This design comes from an exercise in tuning for small area and a short achievable clock period on the open sky130 flow, not from production work.
Only simulation tests tie the RTL to the original design; equivalence was not proved.
Power is estimated from default activity; no workload was simulated.

// cray_core_top
module cray_core_top
(
   input  wire          clk,
   input  wire          rst,
   input  wire  [15:0]  i_nip_nxt,
   input  wire  [63:0]  i_word_nxt,
   input  wire          i_nip_vld,
   output logic [23:0]  o_p_addr,
   output logic         o_clear_ibufs,
   output logic         o_mem_ce,
   output logic [63:0]  o_data_to_mem,
   output logic         o_mem_wr_en
);
Size in the first run: ~1600 cells after synthesis, about 370 flip-flops, about 170 I/O pins, about 19000 sq um of cells after synthesis.
clock: 6.0 ns
lec_check: 0
cap_margin: 20
core_margin: 2
core_utilization: 55
setup_slack_margin: 3.0
slew_margin: 20
standard.sh (not shown) runs the stock make flow with config.mk's settings and CLKGATE_MAP_FILE= SYNTH_SCRIPT=/design/flow/synth_recipe.tcl, a recipe that flattens the netlist after the stock synthesis.
==> flow/flow/run.sh <==
#!/bin/bash
# Standard ORFS layout (the standard.sh, standard synthesis unchanged),
# except that the I/O port buffers are plain buffers (buf_1 on inputs,
# buf_2 on outputs) instead of the delay buffers buffer_ports picks by
# default; flow/ports.tcl places them just before global placement.
# Full make output goes to make.log; ORFS keeps each step's log in orfs/logs.
set -euo pipefail
export DONT_BUFFER_PORTS=1
export PRE_GLOBAL_PLACE_TCL="$PWD/flow/ports.tcl"
bash standard.sh > make.log 2>&1
==> flow/flow/ports.tcl <==
# every input and output port gets a buffer, as buffer_ports does by default
puts "Perform port buffering (flow/ports.tcl)..."
buffer_ports -inputs -buffer_cell sky130_fd_sc_hd__buf_1
buffer_ports -outputs -buffer_cell sky130_fd_sc_hd__buf_2
Then changed:
==> flow/flow/run.sh (replaced) <==
#!/bin/bash
# Standard ORFS layout (the standard.sh, standard synthesis unchanged),
# except that buffer_ports puts plain buf_2 buffers on the I/O ports instead
# of the delay buffers it picks by default.
# Full make output goes to make.log; ORFS keeps each step's log in orfs/logs.
set -euo pipefail
export BUFFER_PORTS_ARGS="-buffer_cell sky130_fd_sc_hd__buf_2"
bash standard.sh > make.log 2>&1
- CTS_CLUSTER_DIAMETER: not set -> 80
- CTS_CLUSTER_SIZE: not set -> 30
- SETUP_SLACK_MARGIN: 3.0 -> 2.7
removed: flow/flow/ports.tcl
Clock-buffer cell count decreases by 31.
Sequential power is about the same.
Final cell count came out higher by 2.9%.
Routed wire length fell by 3.0%.
Then changed:
- ABC_AREA: not set -> 1
- SETUP_SLACK_MARGIN: 2.7 -> 2.9
After rerunning: Wire length rose by 8.3%; final area rose by 3.9%; die area rose by 3.4%.
Then changed:
==> flow/flow/run.sh (replaced) <==
#!/bin/bash
# Standard ORFS layout (the standard.sh, standard synthesis unchanged),
# except that the I/O port buffers are plain buffers (buf_1 on inputs,
# buf_2 on outputs) instead of the delay buffers buffer_ports picks by
# default; flow/ports.tcl places them just before global placement.
# Full make output goes to make.log; ORFS keeps each step's log in orfs/logs.
set -euo pipefail
export DONT_BUFFER_PORTS=1
export PRE_GLOBAL_PLACE_TCL="$PWD/flow/ports.tcl"
bash standard.sh > make.log 2>&1
==> flow/flow/ports.tcl (new file) <==
# every input and output port gets a buffer, as buffer_ports does by default
puts "Perform port buffering (flow/ports.tcl)..."
buffer_ports -inputs -buffer_cell sky130_fd_sc_hd__buf_1
buffer_ports -outputs -buffer_cell sky130_fd_sc_hd__buf_2
- ABC_AREA: 1 -> not set
- CTS_BUF_LIST: not set -> sky130_fd_sc_hd__clkbuf_8 sky130_fd_sc_hd__clkbuf_4
- CTS_CLUSTER_DIAMETER: 80 -> not set
- CTS_CLUSTER_SIZE: 30 -> 20
- SETUP_SLACK_MARGIN: 2.9 -> 3.0
Wire length shrinks by 4.7%.
First-iteration DRC count stays flat.
Power rises by 8.1%.
Sequential power is about the same.
Setup slack got worse by 0.026 ns.
Area after synthesis shrinks by 3.4%.
Fmax came out lower by 0.81%.

---

lagoon:
cray_core_top again, from the RTL that the note above started with.
// cray_core_top
module cray_core_top
(
   input  wire          clk,
   input  wire          rst,
   input  wire  [15:0]  i_nip_nxt,
   input  wire  [63:0]  i_word_nxt,
   input  wire          i_nip_vld,
   output logic [23:0]  o_p_addr,
   output logic         o_clear_ibufs,
   output logic         o_mem_ce,
   output logic [63:0]  o_data_to_mem,
   output logic         o_mem_wr_en
);
clock: 6.0 ns
lec_check: 0
cap_margin: 20
core_margin: 2
core_utilization: 40
setup_slack_margin: 3.0
slew_margin: 20
run.sh (not shown) runs the stock make flow with config.mk's settings and CLKGATE_MAP_FILE= SYNTH_SCRIPT=/design/flow/synth_recipe.tcl, a recipe that flattens the netlist after the stock synthesis.
Stock flow here: none of the scripts above is used.
What yarrow does differently from lagoon at the input level:
Settings: a change of CORE_UTILIZATION from 40 to 60; an added CTS_CLUSTER_SIZE of 30; an added CTS_CLUSTER_DIAMETER of 80; a change of SETUP_SLACK_MARGIN from 3.0 to 2.9.
==> flow/flow/run.sh (new file) <==
#!/bin/bash
# Standard ORFS layout (the standard.sh, standard synthesis unchanged),
# except that buffer_ports puts plain buf_2 buffers on the I/O ports instead
# of the delay buffers it picks by default.
# Full make output goes to make.log; ORFS keeps each step's log in orfs/logs.
set -euo pipefail
export BUFFER_PORTS_ARGS="-buffer_cell sky130_fd_sc_hd__buf_2"
bash standard.sh > make.log 2>&1
==> flow/standard.sh (new file) <==
#!/bin/bash
# synth_recipe.tcl (not shown) runs the flow's synth.tcl, then flattens the netlist and writes it again
# the make line also repeats each setting of config.mk as NAME=value (left out here)
make -C /OpenROAD-flow-scripts/flow DESIGN_CONFIG=/design/flow/config.mk WORK_HOME=/design/flow/orfs CLKGATE_MAP_FILE= SYNTH_SCRIPT=/design/flow/synth_recipe.tcl "${@:-finish}"
removed: flow/run.sh
[summary]
- yarrow ran to completion and came out clean on the timing, design-rule and antenna checks.
- Number of synthesized register bits of yarrow is on par with lagoon.
- Comparing yarrow and lagoon, the higher initial antenna violation count is on yarrow.
- Number of clock buffers in the layout of yarrow falls short of that of lagoon by more than half.
- lagoon → yarrow: critical path buffer and inverter count dropped 1, power per cell area fell by 9.6%, remaining max-slew budget at the tightest pin grew by 3.9 points.
- On die span in y: between yarrow and lagoon, it ends up higher for lagoon.
- Met2 track demand over resource: yarrow higher than lagoon
- Looking only at total chip power, and setting everything else aside, the higher value of yarrow and lagoon goes to lagoon.
diff inputs: yarrow => sierra
Settings: SETUP_SLACK_MARGIN now 3.15, was 2.9; CORE_UTILIZATION now 55, was 60.
==> comparison <==
Diff yarrow -> sierra: via count grew by 2.0%; area taken by flip-flops and latches saw little to no change; period utilization shrank by 0.73 points.
#### Input delta (amber over sierra)
Settings: SETUP_SLACK_MARGIN changed from 3.15 to 3.0; CTS_CLUSTER_DIAMETER changed from 80 to 60; CTS_CLUSTER_SIZE changed from 30 to 24.
## What came out
- amber ran to completion and came out clean on the timing, design-rule and antenna checks.
- Final area: amber vs sierra, no meaningful difference
- Sort sierra and amber by fraction of met1 tracks used by global routing desc -> top: amber
- amber vs. sierra: clock-buffer cell count went up by about 80%.

static timing again, ports no longer ideal:
In the flow no input, the clock included, has a driving cell. The finished layouts below were timed again as built, in two steps. Step 1 assumes that a clkbuf_16 drives the clock port and a buf_2 every other input. Step 2 moves the port delays by t, midway between the first and last clock arrival at a register: inputs arrive t later, outputs are due t later. That takes back most of the time a late clock gives input paths. Three values: no drivers, after step 1, after step 2; two values: the first two.
| run | t, ns | setup slack, ns | clock arrival spread, ns |
|---|---|---|---|
| the first run of note 1 | 0.620 | 2.877 / 2.877 / 2.877 | 0.024 / 0.024 |
| the second run of note 1 | 0.604 | 2.750 / 2.750 / 2.610 | 0.029 / 0.028 |
| the third run of note 1 | 0.627 | 2.869 / 2.869 / 2.611 | 0.041 / 0.041 |
| the fourth run of note 1 | 0.706 | 2.844 / 2.844 / 2.844 | 0.015 / 0.014 |
| lagoon | 0.635 | 2.903 / 2.842 / 2.561 | 0.037 / 0.036 |
| yarrow | 0.586 | 2.915 / 2.915 / 2.711 | 0.037 / 0.036 |
| sierra | 0.607 | 2.958 / 2.958 / 2.856 | 0.019 / 0.019 |
| amber | 0.595 | 2.904 / 2.904 / 2.904 | 0.039 / 0.039 |
After both steps setup and hold are still met in every run listed. The setup slack of lagoon, which loses most, moves by -0.061 ns with the drivers and by -0.342 ns with both steps.
